This is an optimization exercise on Yosys and OpenROAD, whose aim is small area, not a production implementation. The RTL was checked by simulation tests, not by an equivalence proof against the original design. The clock port is modelled as an ideal driver; clocking choices that lean on that would not hold on a real chip. Power figures rest on the tool's default switching activity, not on a simulated workload.

==> run G <==
Design brs_top, start of the top module:
module brs_top (
   input  wire          clk,
   input  wire          reset,
   input  wire          we1,
   input  wire          we2,
   input  wire [1:0]    waddr1,
   input  wire [1:0]    waddr2,
   input  wire [153:0]  wdata1,
   input  wire [153:0]  wdata2,
   input  wire [116:0]  result,
   input  wire          clearbusy,
   input  wire [1:0]    issueaddr,
   input  wire          prmiss,
   input  wire          prsuccess,
   input  wire [4:0]    prtag,
   input  wire [4:0]    specfixtag,
   output wire [3:0]    busyvec,
   output wire [3:0]    prbusyvec_next,
   output wire [3:0]    ready,
   output wire [31:0]   ex_src1,
   output wire [31:0]   ex_src2,
   output wire [86:0]   payload,
   output wire          specbit
);
   wire [2:0]  live;
   wire [5:0]  dst  [3];
   wire [31:0] data [3];
   for (genvar b = 0; b < 3; b++) begin : g_bus
      assign live[b] = ~result[39*b];
      assign dst[b]  = result[39*b+1 +: 6];
      assign data[b] = result[39*b+7 +: 32];
   end
   reg  [3:0]  busy;
   reg  [3:0]  spec;
   reg  [3:0]  valid1, valid2;
   reg  [31:0] src1 [4];
   reg  [31:0] src2 [4];
   reg  [86:0] pl   [4];
   wire [3:0]  isel;               
   wire [3:0]  sel1, sel2, we;
   wire [2:0]  m1 [4];             
   wire [2:0]  m2 [4];
   wire [3:0]  survive, keep_spec;
   for (genvar e = 0; e < 4; e++) begin : g_ent
      assign isel[e] = issueaddr == 2'(e);
      assign sel1[e] = we1 & (waddr1 == 2'(e));
      assign sel2[e] = we2 & (waddr2 == 2'(e));
      assign we[e]   = sel1[e] | sel2[e];
      for (genvar b = 0; b < 3; b++) begin : g_m
  ...
Settings: LEC_CHECK=0, CAP_MARGIN=0, CORE_MARGIN=2, CORE_UTILIZATION=40, SETUP_SLACK_MARGIN=0.05, SLEW_MARGIN=0; clock period 5.0 ns.
standard.sh (not shown) runs the stock make flow with config.mk's settings and CLKGATE_MAP_FILE= SYNTH_SCRIPT=/design/flow/synth_recipe.tcl, a recipe that flattens the netlist after the stock synthesis.
==> flow/flow/run.sh <==
#!/bin/bash
# Standard ORFS layout through the standard.sh, with two changes:
#  - synthesis is synth_recipe.tcl unchanged except that Yosys's abc call uses an
#    area-oriented ABC script (flow/abc_area.script); registers are mapped before abc,
#    so they are exactly those of the standard synthesis;
#    abc also leaves out a222oi_1, whose pins the detailed router struggles to reach;
#  - port buffers use the smallest buffer cell.
# Each tool's output goes to logs under orfs/logs; make's output to standard_flow.log.
set -euo pipefail
W=$(pwd)
export MY_ABC_SCRIPT="$W/flow/abc_area.script"
{
  head -n 1 synth_recipe.tcl
  cat <<'EOT'
proc abc {args} {
  set i [lsearch -exact $args -script]
  if {$i >= 0} { lset args [expr {$i + 1}] $::env(MY_ABC_SCRIPT) }
  yosys abc {*}$args -dont_use sky130_fd_sc_hd__a222oi_1
}
EOT
  tail -n +2 synth_recipe.tcl
} > "$W/area_synth.tcl"
bash standard.sh \
  "SYNTH_SCRIPT=$W/area_synth.tcl" \
  "BUFFER_PORTS_ARGS=-buffer_cell sky130_fd_sc_hd__buf_1" \
  finish > standard_flow.log 2>&1
==> flow/flow/abc_area.script <==
strash
&get -n
&st
&dch
&nf -R 1000
&st
&dch
&nf -R 1000
&put
==> run P: changes against run G <==
==> flow/flow/run.sh (replaced) <==
#!/bin/bash
# Standard ORFS layout (the standard.sh, unchanged synthesis), with port buffers
# made from the smallest buffer cell and power/area recovery after global routing.
set -euo pipefail
bash standard.sh \
  "BUFFER_PORTS_ARGS=-buffer_cell sky130_fd_sc_hd__buf_1" \
  "RECOVER_POWER=100" \
  finish > standard_flow.log 2>&1
removed: flow/flow/abc_area.script
==> notes.md <==
Run G finished clean. Run P produced a layout that fails on capacitance limit, slew limit. Worst setup slack: run P is higher than run G (0.084 ns). Of run P and run G, run P has the higher first-iteration DRC count (gap 31%, measured against run G). In run P the utilization is lower than in run G, by 3.8 points. Against run P, the critical path depth of run G is higher by 3. Sequential power: run P is lower than run G (about 2%).

========
==> inputs of raven <==
==> flow/design.v <==
`default_nettype none
package brs_pkg;
   parameter int DATA_LEN     = 32;
   parameter int ADDR_LEN     = 32;
   parameter int RRF_SEL      = 6;
   parameter int SPECTAG_LEN  = 5;   
   parameter int ALU_OP_WIDTH = 4;
   parameter int OPCODE_LEN   = 7;
   parameter int PAYLOAD_W = ADDR_LEN + DATA_LEN + RRF_SEL + 1 + ALU_OP_WIDTH + SPECTAG_LEN
                             + OPCODE_LEN;
   parameter int RESULT_W  = DATA_LEN + RRF_SEL + 1;
   parameter int DEF_ENT_NUM    = 4;
   parameter int DEF_NUM_RESULT = 3;
   typedef struct packed {
      logic [ADDR_LEN-1:0]     pc;
      logic [DATA_LEN-1:0]     imm;
      logic [RRF_SEL-1:0]      rrftag;
      logic                    dstval;
      logic [ALU_OP_WIDTH-1:0] alu_op;
      logic [SPECTAG_LEN-1:0]  spectag;
      logic [OPCODE_LEN-1:0]   opcode;
   } rs_payload_t;
   typedef struct packed {
      rs_payload_t         payload;
      logic [DATA_LEN-1:0] src1;      
      logic [DATA_LEN-1:0] src2;
      logic                valid1;
      logic                valid2;
      logic                specbit;
   } rs_write_t;
   typedef struct packed {
      logic [DATA_LEN-1:0] data;
      logic [RRF_SEL-1:0]  dst;
      logic                kill_spec;
   } result_t;
endpackage
`default_nettype wire
`timescale 1ns/1ns
`default_nettype none
module brs_top (
   input  wire          clk,
   input  wire          reset,
   input  wire          we1,
   input  wire          we2,
   input  wire [1:0]    waddr1,
   input  wire [1:0]    waddr2,
   input  wire [153:0]  wdata1,
   input  wire [153:0]  wdata2,
   input  wire [116:0]  result,
   input  wire          clearbusy,
   input  wire [1:0]    issueaddr,
   input  wire          prmiss,
   input  wire          prsuccess,
   input  wire [4:0]    prtag,
   input  wire [4:0]    specfixtag,
   output wire [3:0]    busyvec,
   output wire [3:0]    prbusyvec_next,
   output wire [3:0]    ready,
   output wire [31:0]   ex_src1,
   output wire [31:0]   ex_src2,
   output wire [86:0]   payload,
   output wire          specbit
);
   wire [2:0]  live;
   wire [5:0]  dst  [3];
   wire [31:0] data [3];
   for (genvar b = 0; b < 3; b++) begin : g_bus
      assign live[b] = ~result[39*b];
      assign dst[b]  = result[39*b+1 +: 6];
      assign data[b] = result[39*b+7 +: 32];
   end
   reg  [3:0]  busy;
   reg  [3:0]  spec;
   reg  [3:0]  valid1, valid2;
   reg  [31:0] src1 [4];
   reg  [31:0] src2 [4];
   reg  [86:0] pl   [4];
   wire [3:0]  isel;               
   wire [3:0]  sel1, sel2, we;
   wire [2:0]  m1 [4];             
   wire [2:0]  m2 [4];
   wire [3:0]  survive, keep_spec;
   for (genvar e = 0; e < 4; e++) begin : g_ent
      assign isel[e] = issueaddr == 2'(e);
      assign sel1[e] = we1 & (waddr1 == 2'(e));
      assign sel2[e] = we2 & (waddr2 == 2'(e));
      assign we[e]   = sel1[e] | sel2[e];
      for (genvar b = 0; b < 3; b++) begin : g_m
         assign m1[e][b] = ~valid1[e] & live[b] & (src1[e][5:0] == dst[b]);
         assign m2[e][b] = ~valid2[e] & live[b] & (src2[e][5:0] == dst[b]);
      end
      wire        hold  = ~we[e];
      wire        any1  = |m1[e];
      wire        any2  = |m2[e];
      wire [2:0]  h1    = m1[e] & {3{hold}};
      wire [2:0]  h2    = m2[e] & {3{hold}};
      wire        keep1 = hold & ~any1;
      wire        keep2 = hold & ~any2;
      always_ff @(posedge clk) begin
         src1[e] <= ({32{sel1[e]}} & wdata1[66:35]) | ({32{sel2[e]}} & wdata2[66:35])
                  | ({32{h1[0]}} & data[0]) | ({32{h1[1]}} & data[1]) | ({32{h1[2]}} & data[2])
                  | ({32{keep1}} & src1[e]);
         src2[e] <= ({32{sel1[e]}} & wdata1[34:3]) | ({32{sel2[e]}} & wdata2[34:3])
                  | ({32{h2[0]}} & data[0]) | ({32{h2[1]}} & data[1]) | ({32{h2[2]}} & data[2])
                  | ({32{keep2}} & src2[e]);
         pl[e]   <= ({87{sel1[e]}} & wdata1[153:67]) | ({87{sel2[e]}} & wdata2[153:67])
                  | ({87{hold}} & pl[e]);
      end
      always_ff @(posedge clk) begin
         if (reset) begin
            valid1[e] <= 1'b0;
            valid2[e] <= 1'b0;
         end else begin
            valid1[e] <= (sel1[e] & wdata1[2]) | (sel2[e] & wdata2[2]) | (hold & (valid1[e] | any1));
            valid2[e] <= (sel1[e] & wdata1[1]) | (sel2[e] & wdata2[1]) | (hold & (valid2[e] | any2));
         end
      end
      assign survive[e]   = (pl[e][11:7] & specfixtag) == 5'd0;
      assign keep_spec[e] = pl[e][11:7] != prtag;
      assign ready[e]     = busy[e] & valid1[e] & valid2[e];
   end
   assign busyvec        = busy;
   assign prbusyvec_next = busy & survive;
   wire [3:0] spec_next = spec & keep_spec;
   assign specbit = |(isel & (prsuccess ? spec_next : spec));
   always_ff @(posedge clk) begin
      if (reset) begin
         busy <= 4'd0;
         spec <= 4'd0;
      end else if (prmiss) begin
         busy <= busy & survive;
         spec <= 4'd0;
      end else if (prsuccess) begin
         spec <= spec_next;
         busy <= busy & ~({4{clearbusy}} & isel);
      end else begin
         busy <= (busy | we) & ~({4{clearbusy}} & isel);
         spec <= (spec & ~we) | (sel1 & {4{wdata1[0]}}) | (sel2 & {4{wdata2[0]}});
      end
   end
   wire [2:0] f1, f2;
   wire [3:0] r1, r2;
   assign f1 = ({3{isel[0]}} & m1[0]) | ({3{isel[1]}} & m1[1]) | ({3{isel[2]}} & m1[2]) | ({3{isel[3]}} & m1[3]);
   assign f2 = ({3{isel[0]}} & m2[0]) | ({3{isel[1]}} & m2[1]) | ({3{isel[2]}} & m2[2]) | ({3{isel[3]}} & m2[3]);
   assign r1 = isel & {4{~|f1}};
   assign r2 = isel & {4{~|f2}};
   assign ex_src1 = ({32{r1[0]}} & src1[0]) | ({32{r1[1]}} & src1[1]) | ({32{r1[2]}} & src1[2]) | ({32{r1[3]}} & src1[3])
                  | ({32{f1[0]}} & data[0]) | ({32{f1[1]}} & data[1]) | ({32{f1[2]}} & data[2]);
   assign ex_src2 = ({32{r2[0]}} & src2[0]) | ({32{r2[1]}} & src2[1]) | ({32{r2[2]}} & src2[2]) | ({32{r2[3]}} & src2[3])
                  | ({32{f2[0]}} & data[0]) | ({32{f2[1]}} & data[1]) | ({32{f2[2]}} & data[2]);
   assign payload = ({87{isel[0]}} & pl[0]) | ({87{isel[1]}} & pl[1]) | ({87{isel[2]}} & pl[2]) | ({87{isel[3]}} & pl[3]);
endmodule
`default_nettype wire
==> flow/flow/run.sh <==
#!/bin/bash
# Standard ORFS layout through the standard.sh, with two changes:
#  - synthesis is synth_recipe.tcl unchanged except that Yosys's abc call uses an
#    area-oriented ABC script (flow/abc_area.script); registers are mapped before abc,
#    so they are exactly those of the standard synthesis;
#    abc also leaves out a222oi_1, whose pins the detailed router struggles to reach;
#  - port buffers use the smallest buffer cell.
# Each tool's output goes to logs under orfs/logs; make's output to standard_flow.log.
set -euo pipefail
W=$(pwd)
export MY_ABC_SCRIPT="$W/flow/abc_area.script"
{
  head -n 1 synth_recipe.tcl
  cat <<'EOT'
proc abc {args} {
  set i [lsearch -exact $args -script]
  if {$i >= 0} { lset args [expr {$i + 1}] $::env(MY_ABC_SCRIPT) }
  yosys abc {*}$args -dont_use sky130_fd_sc_hd__a222oi_1
}
EOT
  tail -n +2 synth_recipe.tcl
} > "$W/area_synth.tcl"
bash standard.sh \
  "SYNTH_SCRIPT=$W/area_synth.tcl" \
  "BUFFER_PORTS_ARGS=-buffer_cell sky130_fd_sc_hd__buf_1" \
  finish > standard_flow.log 2>&1
==> flow/flow/abc_area.script <==
strash
&get -n
&st
&dch
&nf -R 1000
&st
&dch
&nf -R 1000
&put
==> flow/standard.sh <==
#!/bin/bash
# synth_recipe.tcl (not shown) runs the flow's synth.tcl, then flattens the netlist and writes it again
# the make line also repeats each setting of config.mk as NAME=value (left out here)
make -C /OpenROAD-flow-scripts/flow DESIGN_CONFIG=/design/flow/config.mk WORK_HOME=/design/flow/orfs CLKGATE_MAP_FILE= SYNTH_SCRIPT=/design/flow/synth_recipe.tcl "${@:-finish}"
==> flow/config.mk <==
export PLATFORM = sky130hd
export DESIGN_NAME = brs_top
export DESIGN_NICKNAME = brs_top
export VERILOG_FILES = /design/flow/design.v
export SDC_FILE = /design/flow/constraint.sdc
export NUM_CORES = 4
export LEC_CHECK = 0
export CAP_MARGIN = 0
export CORE_MARGIN = 2
export CORE_UTILIZATION = 40
export CTS_BUF_LIST = sky130_fd_sc_hd__clkbuf_16
export CTS_CLUSTER_DIAMETER = 80
export CTS_CLUSTER_SIZE = 20
export SETUP_SLACK_MARGIN = 0.05
export SLEW_MARGIN = 0
==> flow/constraint.sdc <==
create_clock -name core_clock -period 5.0 [get_ports {clk}]
set_input_delay 1.0000 -clock core_clock [delete_from_list [all_inputs] [get_ports {clk}]]
set_output_delay 1.0000 -clock core_clock [all_outputs]
set_load 0.01 [all_outputs]
==> willow: changes against raven <==
==> flow/design.v, changed modules only <==
module brs_top (
   input  wire          clk,
   input  wire          reset,
   input  wire          we1,
   input  wire          we2,
   input  wire [1:0]    waddr1,
   input  wire [1:0]    waddr2,
   input  wire [153:0]  wdata1,
   input  wire [153:0]  wdata2,
   input  wire [116:0]  result,
   input  wire          clearbusy,
   input  wire [1:0]    issueaddr,
   input  wire          prmiss,
   input  wire          prsuccess,
   input  wire [4:0]    prtag,
   input  wire [4:0]    specfixtag,
   output wire [3:0]    busyvec,
   output wire [3:0]    prbusyvec_next,
   output wire [3:0]    ready,
   output wire [31:0]   ex_src1,
   output wire [31:0]   ex_src2,
   output wire [86:0]   payload,
   output wire          specbit
);
   wire [2:0]  live;
   wire [5:0]  dst  [3];
   wire [31:0] data [3];
   for (genvar b = 0; b < 3; b++) begin : g_bus
      assign live[b] = ~result[39*b];
      assign dst[b]  = result[39*b+1 +: 6];
      assign data[b] = result[39*b+7 +: 32];
   end
   reg  [3:0]  busy;
   reg  [3:0]  spec;
   reg  [3:0]  valid1, valid2;
   reg  [31:0] src1 [4];
   reg  [31:0] src2 [4];
   reg  [86:0] pl   [4];
   wire [3:0]  isel;               
   wire [3:0]  sel1, sel2, we;
   wire [2:0]  m1 [4];             
   wire [2:0]  m2 [4];
   wire [3:0]  survive, keep_spec;
   for (genvar e = 0; e < 4; e++) begin : g_ent
      assign isel[e] = issueaddr == 2'(e);
      assign sel1[e] = we1 & (waddr1 == 2'(e));
      assign sel2[e] = we2 & (waddr2 == 2'(e));
      assign we[e]   = sel1[e] | sel2[e];
      for (genvar b = 0; b < 3; b++) begin : g_m
         assign m1[e][b] = ~valid1[e] & live[b] & (src1[e][5:0] == dst[b]);
         assign m2[e][b] = ~valid2[e] & live[b] & (src2[e][5:0] == dst[b]);
      end
      wire        hold  = ~we[e];
      wire        any1  = |m1[e];
      wire        any2  = |m2[e];
      wire [2:0]  h1    = m1[e] & {3{hold}};
      wire [2:0]  h2    = m2[e] & {3{hold}};
      wire        keep1 = hold & ~any1;
      wire        keep2 = hold & ~any2;
      wire [31:0] src1_d, src2_d;
      wire [86:0] pl_d;
      for (genvar i = 0; i < 32; i++) begin : g_op
         brs_ao6 u_s1 (.a1(sel1[e]), .a2(wdata1[35+i]), .b1(sel2[e]), .b2(wdata2[35+i]),
                       .c1(h1[0]), .c2(data[0][i]), .d1(h1[1]), .d2(data[1][i]),
                       .e1(h1[2]), .e2(data[2][i]), .f1(keep1), .f2(src1[e][i]), .y(src1_d[i]));
         brs_ao6 u_s2 (.a1(sel1[e]), .a2(wdata1[3+i]), .b1(sel2[e]), .b2(wdata2[3+i]),
                       .c1(h2[0]), .c2(data[0][i]), .d1(h2[1]), .d2(data[1][i]),
                       .e1(h2[2]), .e2(data[2][i]), .f1(keep2), .f2(src2[e][i]), .y(src2_d[i]));
      end
      for (genvar i = 0; i < 87; i++) begin : g_pl
         brs_ao3 u_p (.a1(sel1[e]), .a2(wdata1[67+i]), .b1(sel2[e]), .b2(wdata2[67+i]),
                      .c1(hold), .c2(pl[e][i]), .y(pl_d[i]));
      end
      always_ff @(posedge clk) begin
         src1[e] <= src1_d;
         src2[e] <= src2_d;
         pl[e]   <= pl_d;
      end
      always_ff @(posedge clk) begin
         if (reset) begin
            valid1[e] <= 1'b0;
            valid2[e] <= 1'b0;
         end else begin
            valid1[e] <= (sel1[e] & wdata1[2]) | (sel2[e] & wdata2[2]) | (hold & (valid1[e] | any1));
            valid2[e] <= (sel1[e] & wdata1[1]) | (sel2[e] & wdata2[1]) | (hold & (valid2[e] | any2));
         end
      end
      assign survive[e]   = (pl[e][11:7] & specfixtag) == 5'd0;
      assign keep_spec[e] = pl[e][11:7] != prtag;
      assign ready[e]     = busy[e] & valid1[e] & valid2[e];
   end
   assign busyvec        = busy;
   assign prbusyvec_next = busy & survive;
   wire [3:0] spec_next = spec & keep_spec;
   assign specbit = |(isel & (prsuccess ? spec_next : spec));
   always_ff @(posedge clk) begin
      if (reset) begin
         busy <= 4'd0;
         spec <= 4'd0;
      end else if (prmiss) begin
         busy <= busy & survive;
         spec <= 4'd0;
      end else if (prsuccess) begin
         spec <= spec_next;
         busy <= busy & ~({4{clearbusy}} & isel);
      end else begin
         busy <= (busy | we) & ~({4{clearbusy}} & isel);
         spec <= (spec & ~we) | (sel1 & {4{wdata1[0]}}) | (sel2 & {4{wdata2[0]}});
      end
   end
   wire [2:0] f1, f2;
   wire [3:0] r1, r2;
   assign f1 = ({3{isel[0]}} & m1[0]) | ({3{isel[1]}} & m1[1]) | ({3{isel[2]}} & m1[2]) | ({3{isel[3]}} & m1[3]);
   assign f2 = ({3{isel[0]}} & m2[0]) | ({3{isel[1]}} & m2[1]) | ({3{isel[2]}} & m2[2]) | ({3{isel[3]}} & m2[3]);
   assign r1 = isel & {4{~|f1}};
   assign r2 = isel & {4{~|f2}};
   for (genvar i = 0; i < 32; i++) begin : g_ex
      brs_ao7 u_x1 (.a1(r1[0]), .a2(src1[0][i]), .b1(r1[1]), .b2(src1[1][i]),
                    .c1(r1[2]), .c2(src1[2][i]), .d1(r1[3]), .d2(src1[3][i]),
                    .e1(f1[0]), .e2(data[0][i]), .f1(f1[1]), .f2(data[1][i]),
                    .g1(f1[2]), .g2(data[2][i]), .y(ex_src1[i]));
      brs_ao7 u_x2 (.a1(r2[0]), .a2(src2[0][i]), .b1(r2[1]), .b2(src2[1][i]),
                    .c1(r2[2]), .c2(src2[2][i]), .d1(r2[3]), .d2(src2[3][i]),
                    .e1(f2[0]), .e2(data[0][i]), .f1(f2[1]), .f2(data[1][i]),
                    .g1(f2[2]), .g2(data[2][i]), .y(ex_src2[i]));
   end
   for (genvar i = 0; i < 87; i++) begin : g_rd
      brs_ao4 u_rd (.a1(isel[0]), .a2(pl[0][i]), .b1(isel[1]), .b2(pl[1][i]),
                    .c1(isel[2]), .c2(pl[2][i]), .d1(isel[3]), .d2(pl[3][i]), .y(payload[i]));
   end
endmodule
module brs_ao3 (input wire a1, a2, b1, b2, c1, c2, output wire y);
   assign y = (a1 & a2) | (b1 & b2) | (c1 & c2);
endmodule
module brs_ao4 (input wire a1, a2, b1, b2, c1, c2, d1, d2, output wire y);
   assign y = (a1 & a2) | (b1 & b2) | (c1 & c2) | (d1 & d2);
endmodule
module brs_ao6 (input wire a1, a2, b1, b2, c1, c2, d1, d2, e1, e2, f1, f2, output wire y);
   wire n1, n2;
   brs_aoi222 u_lo (.a1(a1), .a2(a2), .b1(b1), .b2(b2), .c1(c1), .c2(c2), .y(n1));
   brs_aoi222 u_hi (.a1(d1), .a2(d2), .b1(e1), .b2(e2), .c1(f1), .c2(f2), .y(n2));
   assign y = ~(n1 & n2);
endmodule
module brs_aoi222 (input wire a1, a2, b1, b2, c1, c2, output wire y);
   assign y = ~((a1 & a2) | (b1 & b2) | (c1 & c2));
endmodule
module brs_ao7 (input wire a1, a2, b1, b2, c1, c2, d1, d2, e1, e2, f1, f2, g1, g2, output wire y);
   assign y = (a1 & a2) | (b1 & b2) | (c1 & c2) | (d1 & d2) | (e1 & e2) | (f1 & f2) | (g1 & g2);
endmodule
--- a/flow/flow/run.sh
+++ b/flow/flow/run.sh
@@ -1,3 +1,3 @@
 #!/bin/bash
-# Standard ORFS layout through the standard.sh, with two changes:
+# Standard ORFS layout through the standard.sh, with these changes:
 #  - synthesis is synth_recipe.tcl unchanged except that Yosys's abc call uses an
@@ -5,3 +5,7 @@
 #    so they are exactly those of the standard synthesis;
-#    abc also leaves out a222oi_1, whose pins the detailed router struggles to reach;
+#    the brs_ao* bit cells keep their hierarchy through abc, so each is mapped on its own,
+#    and are flattened afterwards as synth_recipe.tcl does;
+#  - a222oi_1 cells, whose pins the detailed router struggles to reach, get one free site
+#    on each side in every detailed placement (flow/pad_a222oi.tcl, run before
+#    detailed placement, clock tree synthesis and global routing);
 #  - port buffers use the smallest buffer cell.
@@ -17,3 +21,3 @@
   if {$i >= 0} { lset args [expr {$i + 1}] $::env(MY_ABC_SCRIPT) }
-  yosys abc {*}$args -dont_use sky130_fd_sc_hd__a222oi_1
+  yosys abc {*}$args
 }
@@ -24,2 +28,6 @@
   "SYNTH_SCRIPT=$W/area_synth.tcl" \
+  "SYNTH_KEEP_MODULES=brs_ao3 brs_ao4 brs_ao6 brs_ao7 brs_aoi222" \
+  "PRE_DETAIL_PLACE_TCL=$W/flow/pad_a222oi.tcl" \
+  "PRE_CTS_TCL=$W/flow/pad_a222oi.tcl" \
+  "PRE_GLOBAL_ROUTE_TCL=$W/flow/pad_a222oi.tcl" \
   "BUFFER_PORTS_ARGS=-buffer_cell sky130_fd_sc_hd__buf_1" \
==> flow/flow/pad_a222oi.tcl (new file) <==
# Room beside each a222oi_1 for the detailed router to reach its pins.
set_placement_padding -masters sky130_fd_sc_hd__a222oi_1 -left 1 -right 1
CORE_UTILIZATION = 45   (was 40)
CTS_CLUSTER_DIAMETER = 100   (was 80)
CTS_CLUSTER_SIZE = 25   (was 20)
SETUP_SLACK_MARGIN = 0.03   (was 0.05)
==> umber: changes against raven <==
==> flow/design.v, changed modules only <==
module brs_top (
   input  wire          clk,
   input  wire          reset,
   input  wire          we1,
   input  wire          we2,
   input  wire [1:0]    waddr1,
   input  wire [1:0]    waddr2,
   input  wire [153:0]  wdata1,
   input  wire [153:0]  wdata2,
   input  wire [116:0]  result,
   input  wire          clearbusy,
   input  wire [1:0]    issueaddr,
   input  wire          prmiss,
   input  wire          prsuccess,
   input  wire [4:0]    prtag,
   input  wire [4:0]    specfixtag,
   output wire [3:0]    busyvec,
   output wire [3:0]    prbusyvec_next,
   output wire [3:0]    ready,
   output wire [31:0]   ex_src1,
   output wire [31:0]   ex_src2,
   output wire [86:0]   payload,
   output wire          specbit
);
   wire [2:0]  live;
   wire [5:0]  dst  [3];
   wire [31:0] data [3];
   for (genvar b = 0; b < 3; b++) begin : g_bus
      assign live[b] = ~result[39*b];
      assign dst[b]  = result[39*b+1 +: 6];
      assign data[b] = result[39*b+7 +: 32];
   end
   reg  [3:0]  busy;
   reg  [3:0]  spec;
   reg  [3:0]  valid1, valid2;
   reg  [31:0] src1 [4];
   reg  [31:0] src2 [4];
   reg  [86:0] pl   [4];
   wire [3:0]  isel;               
   wire [3:0]  sel1, sel2, we;
   wire [2:0]  m1 [4];             
   wire [2:0]  m2 [4];
   wire [3:0]  survive, keep_spec;
   for (genvar e = 0; e < 4; e++) begin : g_ent
      assign isel[e] = issueaddr == 2'(e);
      assign sel1[e] = we1 & (waddr1 == 2'(e));
      assign sel2[e] = we2 & (waddr2 == 2'(e));
      assign we[e]   = sel1[e] | sel2[e];
      for (genvar b = 0; b < 3; b++) begin : g_m
         assign m1[e][b] = ~valid1[e] & live[b] & (src1[e][5:0] == dst[b]);
         assign m2[e][b] = ~valid2[e] & live[b] & (src2[e][5:0] == dst[b]);
      end
      wire        hold  = ~we[e];
      wire        any1  = |m1[e];
      wire        any2  = |m2[e];
      wire [2:0]  h1    = m1[e] & {3{hold}};
      wire [2:0]  h2    = m2[e] & {3{hold}};
      wire        keep1 = hold & ~any1;
      wire        keep2 = hold & ~any2;
      wire [31:0] src1_d, src2_d;
      wire [86:0] pl_d;
      for (genvar i = 0; i < 32; i++) begin : g_op
         brs_ao6 u_s1 (.a1(sel1[e]), .a2(wdata1[35+i]), .b1(sel2[e]), .b2(wdata2[35+i]),
                       .c1(h1[0]), .c2(data[0][i]), .d1(h1[1]), .d2(data[1][i]),
                       .e1(h1[2]), .e2(data[2][i]), .f1(keep1), .f2(src1[e][i]), .y(src1_d[i]));
         brs_ao6 u_s2 (.a1(sel1[e]), .a2(wdata1[3+i]), .b1(sel2[e]), .b2(wdata2[3+i]),
                       .c1(h2[0]), .c2(data[0][i]), .d1(h2[1]), .d2(data[1][i]),
                       .e1(h2[2]), .e2(data[2][i]), .f1(keep2), .f2(src2[e][i]), .y(src2_d[i]));
      end
      for (genvar i = 0; i < 87; i++) begin : g_pl
         brs_ao3 u_p (.a1(sel1[e]), .a2(wdata1[67+i]), .b1(sel2[e]), .b2(wdata2[67+i]),
                      .c1(hold), .c2(pl[e][i]), .y(pl_d[i]));
      end
      always_ff @(posedge clk) begin
         src1[e] <= src1_d;
         src2[e] <= src2_d;
         pl[e]   <= pl_d;
      end
      always_ff @(posedge clk) begin
         if (reset) begin
            valid1[e] <= 1'b0;
            valid2[e] <= 1'b0;
         end else begin
            valid1[e] <= (sel1[e] & wdata1[2]) | (sel2[e] & wdata2[2]) | (hold & (valid1[e] | any1));
            valid2[e] <= (sel1[e] & wdata1[1]) | (sel2[e] & wdata2[1]) | (hold & (valid2[e] | any2));
         end
      end
      assign survive[e]   = (pl[e][11:7] & specfixtag) == 5'd0;
      assign keep_spec[e] = pl[e][11:7] != prtag;
      assign ready[e]     = busy[e] & valid1[e] & valid2[e];
   end
   assign busyvec        = busy;
   assign prbusyvec_next = busy & survive;
   wire [3:0] spec_next = spec & keep_spec;
   assign specbit = |(isel & (prsuccess ? spec_next : spec));
   always_ff @(posedge clk) begin
      if (reset) begin
         busy <= 4'd0;
         spec <= 4'd0;
      end else if (prmiss) begin
         busy <= busy & survive;
         spec <= 4'd0;
      end else if (prsuccess) begin
         spec <= spec_next;
         busy <= busy & ~({4{clearbusy}} & isel);
      end else begin
         busy <= (busy | we) & ~({4{clearbusy}} & isel);
         spec <= (spec & ~we) | (sel1 & {4{wdata1[0]}}) | (sel2 & {4{wdata2[0]}});
      end
   end
   wire [2:0] f1, f2;
   wire [3:0] r1, r2;
   assign f1 = ({3{isel[0]}} & m1[0]) | ({3{isel[1]}} & m1[1]) | ({3{isel[2]}} & m1[2]) | ({3{isel[3]}} & m1[3]);
   assign f2 = ({3{isel[0]}} & m2[0]) | ({3{isel[1]}} & m2[1]) | ({3{isel[2]}} & m2[2]) | ({3{isel[3]}} & m2[3]);
   assign r1 = isel & {4{~|f1}};
   assign r2 = isel & {4{~|f2}};
   for (genvar i = 0; i < 32; i++) begin : g_ex
      brs_ao7 u_x1 (.a1(r1[0]), .a2(src1[0][i]), .b1(r1[1]), .b2(src1[1][i]),
                    .c1(r1[2]), .c2(src1[2][i]), .d1(r1[3]), .d2(src1[3][i]),
                    .e1(f1[0]), .e2(data[0][i]), .f1(f1[1]), .f2(data[1][i]),
                    .g1(f1[2]), .g2(data[2][i]), .y(ex_src1[i]));
      brs_ao7 u_x2 (.a1(r2[0]), .a2(src2[0][i]), .b1(r2[1]), .b2(src2[1][i]),
                    .c1(r2[2]), .c2(src2[2][i]), .d1(r2[3]), .d2(src2[3][i]),
                    .e1(f2[0]), .e2(data[0][i]), .f1(f2[1]), .f2(data[1][i]),
                    .g1(f2[2]), .g2(data[2][i]), .y(ex_src2[i]));
   end
   for (genvar i = 0; i < 87; i++) begin : g_rd
      brs_ao4 u_rd (.a1(isel[0]), .a2(pl[0][i]), .b1(isel[1]), .b2(pl[1][i]),
                    .c1(isel[2]), .c2(pl[2][i]), .d1(isel[3]), .d2(pl[3][i]), .y(payload[i]));
   end
endmodule
module brs_ao3 (input wire a1, a2, b1, b2, c1, c2, output wire y);
   assign y = (a1 & a2) | (b1 & b2) | (c1 & c2);
endmodule
module brs_ao4 (input wire a1, a2, b1, b2, c1, c2, d1, d2, output wire y);
   assign y = (a1 & a2) | (b1 & b2) | (c1 & c2) | (d1 & d2);
endmodule
module brs_ao6 (input wire a1, a2, b1, b2, c1, c2, d1, d2, e1, e2, f1, f2, output wire y);
   assign y = (a1 & a2) | (b1 & b2) | (c1 & c2) | (d1 & d2) | (e1 & e2) | (f1 & f2);
endmodule
module brs_ao7 (input wire a1, a2, b1, b2, c1, c2, d1, d2, e1, e2, f1, f2, g1, g2, output wire y);
   assign y = (a1 & a2) | (b1 & b2) | (c1 & c2) | (d1 & d2) | (e1 & e2) | (f1 & f2) | (g1 & g2);
endmodule
--- a/flow/flow/run.sh
+++ b/flow/flow/run.sh
@@ -5,2 +5,4 @@
 #    so they are exactly those of the standard synthesis;
+#    the brs_ao* bit cells keep their hierarchy through abc, so each is mapped on its own,
+#    and are flattened afterwards as synth_recipe.tcl does;
 #    abc also leaves out a222oi_1, whose pins the detailed router struggles to reach;
@@ -24,2 +26,3 @@
   "SYNTH_SCRIPT=$W/area_synth.tcl" \
+  "SYNTH_KEEP_MODULES=brs_ao3 brs_ao4 brs_ao6 brs_ao7" \
   "BUFFER_PORTS_ARGS=-buffer_cell sky130_fd_sc_hd__buf_1" \
==> impl_metrics.py <==
metrics = {
    "pwr": {
        "vdd_drop_max_v": 0.0002768,
    },
    "setup_path": {
        "ff2ff_path_depth": 9,
        "worstPathArrival_ns": 3.87,
    },
    "outcome": {
        "status": "finished clean",
    },
    "route": {
        "antenna_left": 0,
    },
    "grt": {
        "grt_usage_pct": 39.91,
    },
}
# the run above: umber

==> impl_metrics.py <==
metrics = {
    "sta": {
        "period_share_pct": 97.88,
    },
    "outcome": {
        "status": "finished clean",
    },
    "setup_path": {
        "worstPathArrival_ns": 3.89,
    },
    "pwr": {
        "vdd_drop_max_v": 0.0002451,
    },
    "route": {
        "antenna_left": 0,
    },
    "clock_tree": {
        "post_cts_resized": 5,
    },
    "grt": {
        "grt_usage_pct": 39.26,
    },
}
# the run above: raven

==> impl_metrics.py <==
metrics = {
    "floorplanning": {
        "rows": 94,
    },
    "logic_synthesis": {
        "synth_top_family_by_area": "compound AO/OA/AOI/OAI gates",
    },
    "outcome": {
        "error": "[ERROR DPL-0033] detailed placement checks failed during check placement.",
        "lastStage": "global routing",
        "status": "aborted with a tool error",
    },
}
# the run above: willow

afterwards: timing with drivers on the ports:
Ports are ideal in the flow. The routed layouts listed here were re-timed in OpenROAD. Step 1: set_driving_cell puts a clkbuf_16 on clk and a buf_2 on each other input, an assumption about the parent block. Step 2, shift: input delay + t, output delay - t, t = (earliest + latest rising clock arrival at the registers) / 2. This alone moves slack from input paths to output paths. a / b / c = no drivers / after step 1 / after step 2; a / b = the first two.
| run | shift t [ns] | setup slack, ns | worst register clock-pin slew, ns | worst slew at a driven data input, ns |
|---|---|---|---|---|
| run G | 0.694 | 0.098 / 0.022 / 0.091 | 0.06 / 0.06 | 0.18 |
| run P | 0.710 | 0.182 / 0.121 / -0.556 | 0.06 / 0.06 | 0.18 |
| raven | 0.684 | 0.106 / 0.030 / 0.063 | 0.10 / 0.10 | 0.19 |
| umber | 0.678 | 0.130 / 0.070 / 0.107 | 0.09 / 0.09 | 0.15 |
The setup slack of run P, which loses most, moves by -0.061 ns with the drivers and by -0.738 ns with both steps.
